Background: an optimization exercise with open tools, aiming at small area. Do not read the settings as production practice. Function was checked by simulation only, so behaviour that the tests miss may differ from the original. Power and IR drop assume default switching activity.

<file path="flow/config.mk">
export PLATFORM = sky130hd
export DESIGN_NAME = multicycle_datapath
export DESIGN_NICKNAME = multicycle_datapath
export VERILOG_FILES = /design/flow/design.v
export SDC_FILE = /design/flow/constraint.sdc
export NUM_CORES = 4
export LEC_CHECK = 0
export CAP_MARGIN = 20
export CORE_MARGIN = 2
export CORE_UTILIZATION = 40
export SLEW_MARGIN = 20
</file>
<file path="flow/constraint.sdc">
create_clock -name core_clock -period 15.0 [get_ports {clk}]
set_input_delay 3.0000 -clock core_clock [delete_from_list [all_inputs] [get_ports {clk}]]
set_output_delay 3.0000 -clock core_clock [all_outputs]
set_load 0.01 [all_outputs]
</file>
<file path="flow/design.v">
module multicycle_datapath #(
  parameter int PC_W       = 9,
  parameter int INS_W      = 32,
  parameter int RF_ADDRESS = 5,
  parameter int DATA_W     = 64,
  parameter int DM_ADDRESS = 9,
  parameter int ALU_CC_W   = 4
) (
  input  logic                  clk,
  input  logic                  reset,
  output logic                  imem_req,
  output logic [PC_W-1:0]       imem_addr,
  input  logic                  imem_ready,
  input  logic [INS_W-1:0]      imem_rdata,
  output logic                  dmem_req,
  output logic                  dmem_we,
  output logic [DM_ADDRESS-1:0] dmem_addr,
  output logic [DATA_W-1:0]     dmem_wdata,
  input  logic                  dmem_ready,
  input  logic [DATA_W-1:0]     dmem_rdata,
  output logic                  retire,
  output logic                  illegal,
  output logic [PC_W-1:0]       pc_out
);
  localparam logic [3:0] S_CLEAR = 4'd0;   
  localparam logic [3:0] S_FETCH = 4'd1;   
  localparam logic [3:0] S_WAITX = 4'd2;   
  localparam logic [3:0] S_EXEC  = 4'd3;   
  localparam logic [3:0] S_MEM   = 4'd4;   
  localparam logic [3:0] S_WAITW = 4'd5;   
  localparam logic [3:0] S_WB    = 4'd6;   
  localparam logic [3:0] S_RET   = 4'd7;   
  localparam logic [3:0] S_UPD   = 4'd8;   
  localparam logic [3:0] S_HALT  = 4'd9;   
  localparam logic [3:0] K_ADD  = 4'd0;
  localparam logic [3:0] K_SUB  = 4'd1;
  localparam logic [3:0] K_AND  = 4'd2;
  localparam logic [3:0] K_OR   = 4'd3;
  localparam logic [3:0] K_SLT  = 4'd4;
  localparam logic [3:0] K_ADDI = 4'd5;
  localparam logic [3:0] K_LD   = 4'd6;
  localparam logic [3:0] K_SD   = 4'd7;
  localparam logic [3:0] K_BEQ  = 4'd8;
  logic [3:0]  state_q;
  logic [5:0]  cnt_q;
  logic [8:1]  pc_q;
  logic [3:0]  kind_q;
  logic [4:0]  rs1_q, rs2_q, rdf_q;
  logic [6:0]  hi_q;
  logic [8:0]  addr_q;
  logic [63:0] w_q;
  logic        c_q;
  logic [6:0] i_opc, i_f7;
  logic [2:0] i_f3;
  logic       i_legal;
  logic [3:0] i_kind;
  assign i_opc = imem_rdata[6:0];
  assign i_f3  = imem_rdata[14:12];
  assign i_f7  = imem_rdata[31:25];
  always_comb begin
    i_legal = 1'b1;
    i_kind  = K_ADD;
    if (i_opc == 7'b0110011 && i_f7 == 7'b0000000 && i_f3 == 3'b000) i_kind = K_ADD;
    else if (i_opc == 7'b0110011 && i_f7 == 7'b0100000 && i_f3 == 3'b000) i_kind = K_SUB;
    else if (i_opc == 7'b0110011 && i_f7 == 7'b0000000 && i_f3 == 3'b111) i_kind = K_AND;
    else if (i_opc == 7'b0110011 && i_f7 == 7'b0000000 && i_f3 == 3'b110) i_kind = K_OR;
    else if (i_opc == 7'b0110011 && i_f7 == 7'b0000000 && i_f3 == 3'b010) i_kind = K_SLT;
    else if (i_opc == 7'b0010011 && i_f3 == 3'b000) i_kind = K_ADDI;
    else if (i_opc == 7'b0000011 && i_f3 == 3'b011) i_kind = K_LD;
    else if (i_opc == 7'b0100011 && i_f3 == 3'b011) i_kind = K_SD;
    else if (i_opc == 7'b1100011 && i_f3 == 3'b000) i_kind = K_BEQ;
    else i_legal = 1'b0;
  end
  logic k_sub, k_and, k_or, k_slt, k_ld, k_sd, k_beq, k_imm, k_wr;
  assign k_sub = (kind_q == K_SUB) | (kind_q == K_SLT);
  assign k_and = (kind_q == K_AND);
  assign k_or  = (kind_q == K_OR);
  assign k_slt = (kind_q == K_SLT);
  assign k_ld  = (kind_q == K_LD);
  assign k_sd  = (kind_q == K_SD);
  assign k_beq = (kind_q == K_BEQ);
  assign k_imm = (kind_q == K_ADDI) | k_ld | k_sd;
  assign k_wr  = (kind_q <= K_ADDI);
  logic [31:0] head;
  logic [31:1] wen;
  logic        wbit;
  logic        rs1_bit, rs2_bit;
  assign head[0] = 1'b0;
  genvar gi;
  generate
    for (gi = 1; gi < 32; gi++) begin : g_rf
      logic [63:0] r_q;
      always_ff @(posedge clk)
        r_q <= {wen[gi] ? wbit : r_q[0], r_q[63:1]};
      assign head[gi] = r_q[0];
    end
  endgenerate
  assign rs1_bit = head[rs1_q];
  assign rs2_bit = head[rs2_q];
  logic [11:0] imm12;
  logic        imm_bit, a, b, bx, cin, sum, cout, lt, alu_bit;
  assign imm12   = {hi_q, k_sd ? rdf_q : rs2_q};
  assign imm_bit = (cnt_q >= 6'd11) ? imm12[11] : imm12[cnt_q[3:0]];
  assign a    = rs1_bit;
  assign b    = k_imm ? imm_bit : rs2_bit;
  assign bx   = b ^ k_sub;
  assign cin  = (cnt_q == 6'd0) ? k_sub : c_q;
  assign sum  = a ^ bx ^ cin;
  assign cout = (a & bx) | (a & cin) | (bx & cin);
  assign lt   = a ^ bx ^ cout;
  always_comb begin
    if (k_and)      alu_bit = a & b;
    else if (k_or)  alu_bit = a | b;
    else if (k_slt) alu_bit = 1'b0;
    else            alu_bit = sum;
  end
  logic c_d;
  always_comb begin
    if (k_beq)               c_d = ((cnt_q != 6'd0) & c_q) | (a ^ b);
    else if (cnt_q == 6'd63) c_d = lt;
    else                     c_d = cout;
  end
  logic rd_nz;
  assign rd_nz = (rdf_q != 5'd0);
  always_comb begin
    wbit = alu_bit;
    if (state_q == S_CLEAR)   wbit = 1'b0;
    else if (state_q == S_WB) wbit = w_q[0];
    else if (state_q == S_RET) wbit = c_q;
  end
  logic we_any;
  assign we_any = ((state_q == S_EXEC) & k_wr) | ((state_q == S_WB) & k_ld) |
                  ((state_q == S_RET) & k_slt);
  always_comb begin
    for (int i = 1; i < 32; i++)
      wen[i] = (state_q == S_CLEAR) | (we_any & (rdf_q == 5'(i)));
  end
  logic [8:1] pc_add_b, pc_sum;
  assign pc_add_b = (state_q == S_UPD) ? {hi_q[3:0], rdf_q[4:1]} : 8'd2;
  assign pc_sum   = pc_q + pc_add_b;
  logic cnt_end;
  assign cnt_end = (cnt_q == 6'd63);
  logic fetch_hs, mem_hs;
  assign fetch_hs = (state_q == S_FETCH) & imem_ready;
  assign mem_hs   = (state_q == S_MEM) & dmem_ready;
  always_ff @(posedge clk) begin
    if (reset) begin
      state_q <= S_CLEAR;
      cnt_q   <= 6'd0;
      pc_q    <= '0;
    end else begin
      cnt_q <= cnt_q + 6'd1;
      unique case (state_q)
        S_CLEAR: if (cnt_end) state_q <= S_FETCH;
        S_FETCH: if (imem_ready) state_q <= i_legal ? S_WAITX : S_HALT;
        S_WAITX: if (cnt_end) state_q <= S_EXEC;
        S_EXEC:  if (cnt_end) state_q <= (k_ld | k_sd) ? S_MEM : S_RET;
        S_MEM:   if (dmem_ready) state_q <= k_ld ? S_WAITW : S_RET;
        S_WAITW: if (cnt_end) state_q <= S_WB;
        S_WB:    if (cnt_end) state_q <= S_RET;
        S_RET: begin
          if (k_beq & ~c_q) state_q <= S_UPD;
          else begin
            state_q <= S_FETCH;
            pc_q    <= pc_sum;
          end
        end
        S_UPD: begin
          state_q <= S_FETCH;
          pc_q    <= pc_sum;
        end
        default: state_q <= S_HALT;
      endcase
    end
  end
  always_ff @(posedge clk) begin
    if (fetch_hs) begin
      kind_q <= i_kind;
      rs1_q  <= imem_rdata[19:15];
      rs2_q  <= imem_rdata[24:20];
      rdf_q  <= imem_rdata[11:7];
      hi_q   <= imem_rdata[31:25];
    end
  end
  always_ff @(posedge clk) c_q <= c_d;
  always_ff @(posedge clk) begin
    if ((state_q == S_EXEC) && (cnt_q < 6'd9))
      addr_q <= {sum, addr_q[8:1]};
  end
  always_ff @(posedge clk) begin
    if (mem_hs)
      w_q <= dmem_rdata;
    else if ((state_q == S_EXEC) || (state_q == S_WB))
      w_q <= {rs2_bit, w_q[63:1]};
  end
  assign imem_req   = (state_q == S_FETCH);
  assign imem_addr  = {pc_q, 1'b0};
  assign dmem_req   = (state_q == S_MEM);
  assign dmem_we    = k_sd;
  assign dmem_addr  = addr_q;
  assign dmem_wdata = w_q;
  assign retire     = (state_q == S_RET);
  assign illegal    = (state_q == S_HALT);
  assign pc_out     = {pc_sum, 1'b0};
endmodule
</file>
<file path="flow/run.sh">
#!/bin/bash
# synth_recipe.tcl (not shown) runs the flow's synth.tcl, then flattens the netlist and writes it again
# the make line also repeats each setting of config.mk as NAME=value (left out here)
make -C /OpenROAD-flow-scripts/flow DESIGN_CONFIG=/design/flow/config.mk WORK_HOME=/design/flow/orfs CLKGATE_MAP_FILE= SYNTH_SCRIPT=/design/flow/synth_recipe.tcl finish
</file>
==> reports/metrics.csv <==
metric,value,unit
status,"complete, no violations",
clk_path_buf_depth,3,
seq_area_frac_synth,92.2,%
netlist_area,46700,um^2
htreeDepth,4,
max_cap_viol_count,0,
cts_setup_buffers,0,
dieArea,120000,um^2
post-route-util,48.9,%
initial_utilization,40.3,%
fin_skew,24.9,ps
grt_pass1_wl,103000,um
rsz0062_at_grt,false,
slew_headroom,40.4,%
netlist.area_leader.share,85.8,%
clock-sinks,2102,
period_needed,7260,ps
coreArea,116000,um^2
wire_per_inst,14.2,um
tightest_slew,893,ps
path_delay_family,simple AND/OR/NAND/NOR gates,
grt_use_total,11.0,%
rows,125,
vdd_ir_drop_max,112,uV
via_count,18200,
path_clk_slew,60,ps
synth.avg_cell_area,18.2,um^2
grt_pass1_vias,18200,
end_kind,primary output,
critPathSlowestCell,nor4b_2,
pin_count,196,
synth-main-ff-cell,dfxtp_1,
path_buf_inv,1,
crit_chain,nor4b_2 > nand2b_1 > ha_1 > a21oi_1 > o21ai_0 > a2111oi_2 > nor2_1 > xnor2_1 > clkdlybuf4s50_1,
grt_overflow,0,
max_stage_delay,670,ps
min_path_type,register to register,
yosysWarnings,1,
cp_max_fo,13,
drv_slew,0,
setup_tns,0,ps
cp.arrival,4260,ps
routabilityCongestion,0.816,
drt-initial-drc-count,901,
max_freq,138,MHz
ctsHoldBuffers,0,
synth_seq_cells,2102,
insertion_delay,760,ps
antenna_found_initial,9,
numCtsBuffers,181,
io_buffer_count,193,
wl,65100,um
crit_type,register to primary output,
grt_max_degree,65,
die_width,346,um
diodes,0,
area_growth,21.5,%
cp-start-kind,register,
post-dp-hpwl,38600,um
worst_slack,7740,ps
drtPass1Iterations,5,
synth-edff-count,99,
fin_nets,3023,
pre_cts_ws,8420,ps
drt.antenna.violating_nets,0,
hold_viol_final,0,
synth_area_leader_cell,dfxtp_1,
cts_tree,built,
cp.required,12000,ps
power.density,185,nW/um^2
nFillCells,9655,
syn_inst,2573,
drcViolationCount,0,
setup_viol,0,
via_per_inst,3.98,
synthTopCellsByArea,"dfxtp_1 (86%), edfxtp_1 (6.4%), mux2_2 (0.99%), mux4_2 (0.92%), mux2_1 (0.70%)",
drive_above_1_share,12.3,%
fin_crit_sh,48.4,%
p_leak,22.2,nW
async_flop_share,0,%
post_cts_resized,0,
cts-root-buf,clkbuf_16,
ys_types,70,
chipHeight,346,um
cell usage after synthesis, types with 11 or more instances:
cell type and number:
edfxtp_1 99, o21ai_0 15, dfxtp_1 2003, inv_1 16, mux2_2 41, ha_1 11
o31ai_1 11, o211ai_1 13, mux2_1 29, a21oi_1 16, clkbuf_1 26, nor2_1 37
mux2i_1 23, mux4_2 19, nand2_1 43
report_power, final:
part / internal [W] / switching, W
clock: 0.00276 / 0.00197
sequential: 0.00563 / 0.0000176
combinational: 0.0000495 / 0.0000533
total: 0.00844 / 0.00204
flip-flops by register name, summed over array words and instances (netlist names):
| name | flops |
|---|---|
| addr_q | 9 |
| c_q | 1 |
| cnt_q | 6 |
| g_rf.r_q | 1984 |
| hi_q | 7 |
| kind_q | 4 |
| pc_q | 8 |
| rdf_q | 5 |
| rs1_q | 5 |
| rs2_q | 5 |
| state_q | 4 |
| w_q | 64 |
placed cells by master (no fill, tap or decap), types with 11 or more instances in the layout:
cell type / instances
o31ai_1: 11
clkbuf_8: 36
clkdlybuf4s50_1: 193
ha_1: 11
nor2_1: 36
mux2_1: 29
a21oi_1: 15
nand2_1: 42
o211ai_1: 13
clkinv_2: 26
inv_1: 16
mux4_2: 19
clkbuf_16: 185
mux2_2: 41
edfxtp_1: 99
mux2i_1: 23
o21ai_0: 15
bufinv_16: 16
clkbuf_1: 42
dfxtp_1: 2003
worst reg2reg max path: cells and delay by family (launching register included):
kind | cells | cell delay, ps
buffers and inverters | 1 | 300
adders and majority gates | 1 | 580
muxes | 3 | 1740
AOI/OAI and AO/OA | 4 | 1120
and+or+nand+nor | 1 | 130
DFF | 1 | 660
area by class of cell:
class,instances,area (um^2),share of cell area [%]
Clock buffer,263,5280,9.30
Clock inverter,72,1050,1.86
Inverter,17,63.8,0.112
Multi-Input combinational cell,409,3430,6.03
Sequential cell,2102,43100,75.9
Tap cell,1524,1910,3.36
Timing Repair Buffer,198,1970,3.47
metal layers:
layer	wire, um	vias to the layer above	track usage (%)
li1	-	9076	-
met1	34700	8714	16.6
met2	25400	316	14.5
met3	3390	121	3.40
met4	1480	6	4.46
met5	33	-	0
final timing paths:
kind | cells past startpoint | slack, ps | start | to
max | 9 | 7740 | state_q[3] | pc_out[8]
min | 0 | 300 | g_rf[22].r_q[28] | g_rf[22].r_q[27]
max reg2reg | 10 | 10290 | rs1_q[0] | g_rf[16].r_q[63]
min reg2reg | 0 | 300 | g_rf[22].r_q[28] | g_rf[22].r_q[27]
cells by family after synthesis:
| group | synth area share (%) |
|---|---|
| simple gates | 1.95 |
| flops | 92.2 |
| mux | 3.09 |
| fa+ha+maj | 0.423 |
| xor+xnor | 0.225 |
| other cells | 0.00802 |
| buf+inv | 0.581 |
| compound gates | 1.56 |
per-stage QoR:
stage | power [W] | hold slack (ps) | cells | instance area [um^2]
2_1_floorplan | 0.00582 | 310 | 2574 | 46700
3_5_place_dp | 0.00588 | 312 | 4250 | 50400
4_1_cts | 0.0106 | 299 | 4585 | 56800
3_3_place_gp | 0.00588 | 310 | 4250 | 50400
5_1_grt | 0.0109 | 306 | 4585 | 56800
6_report | 0.0105 | 300 | 4585 | 56800

==> port drivers added, routing unchanged <==
The flow's constraints put no driver on any port. The routed layout listed below was extracted and timed again, unchanged, in two steps. Step 1 sets driving cells, clkbuf_16 on the clock port and buf_2 on the other inputs (assumed; they add their load-dependent delay and slew). Step 2, shift: input delay + t, output delay - t, t = (earliest + latest rising clock arrival at the registers) / 2. This alone moves slack from input paths to output paths. Three values: ideal, step 1, step 2; two values: the first two.
shift t [ns]: 0.817
setup WS [ns]: 7.738 / 7.669 / 8.486
hold slack, ns: 0.300 / 0.300 / 0.300
latest minus earliest clock arrival (ns): 0.040 / 0.039
worst data-port slew with drivers (ns): 0.13
After both steps setup and hold are still met in this run. The setup slack of this run moves by -0.069 ns with the drivers and by +0.748 ns with both steps.
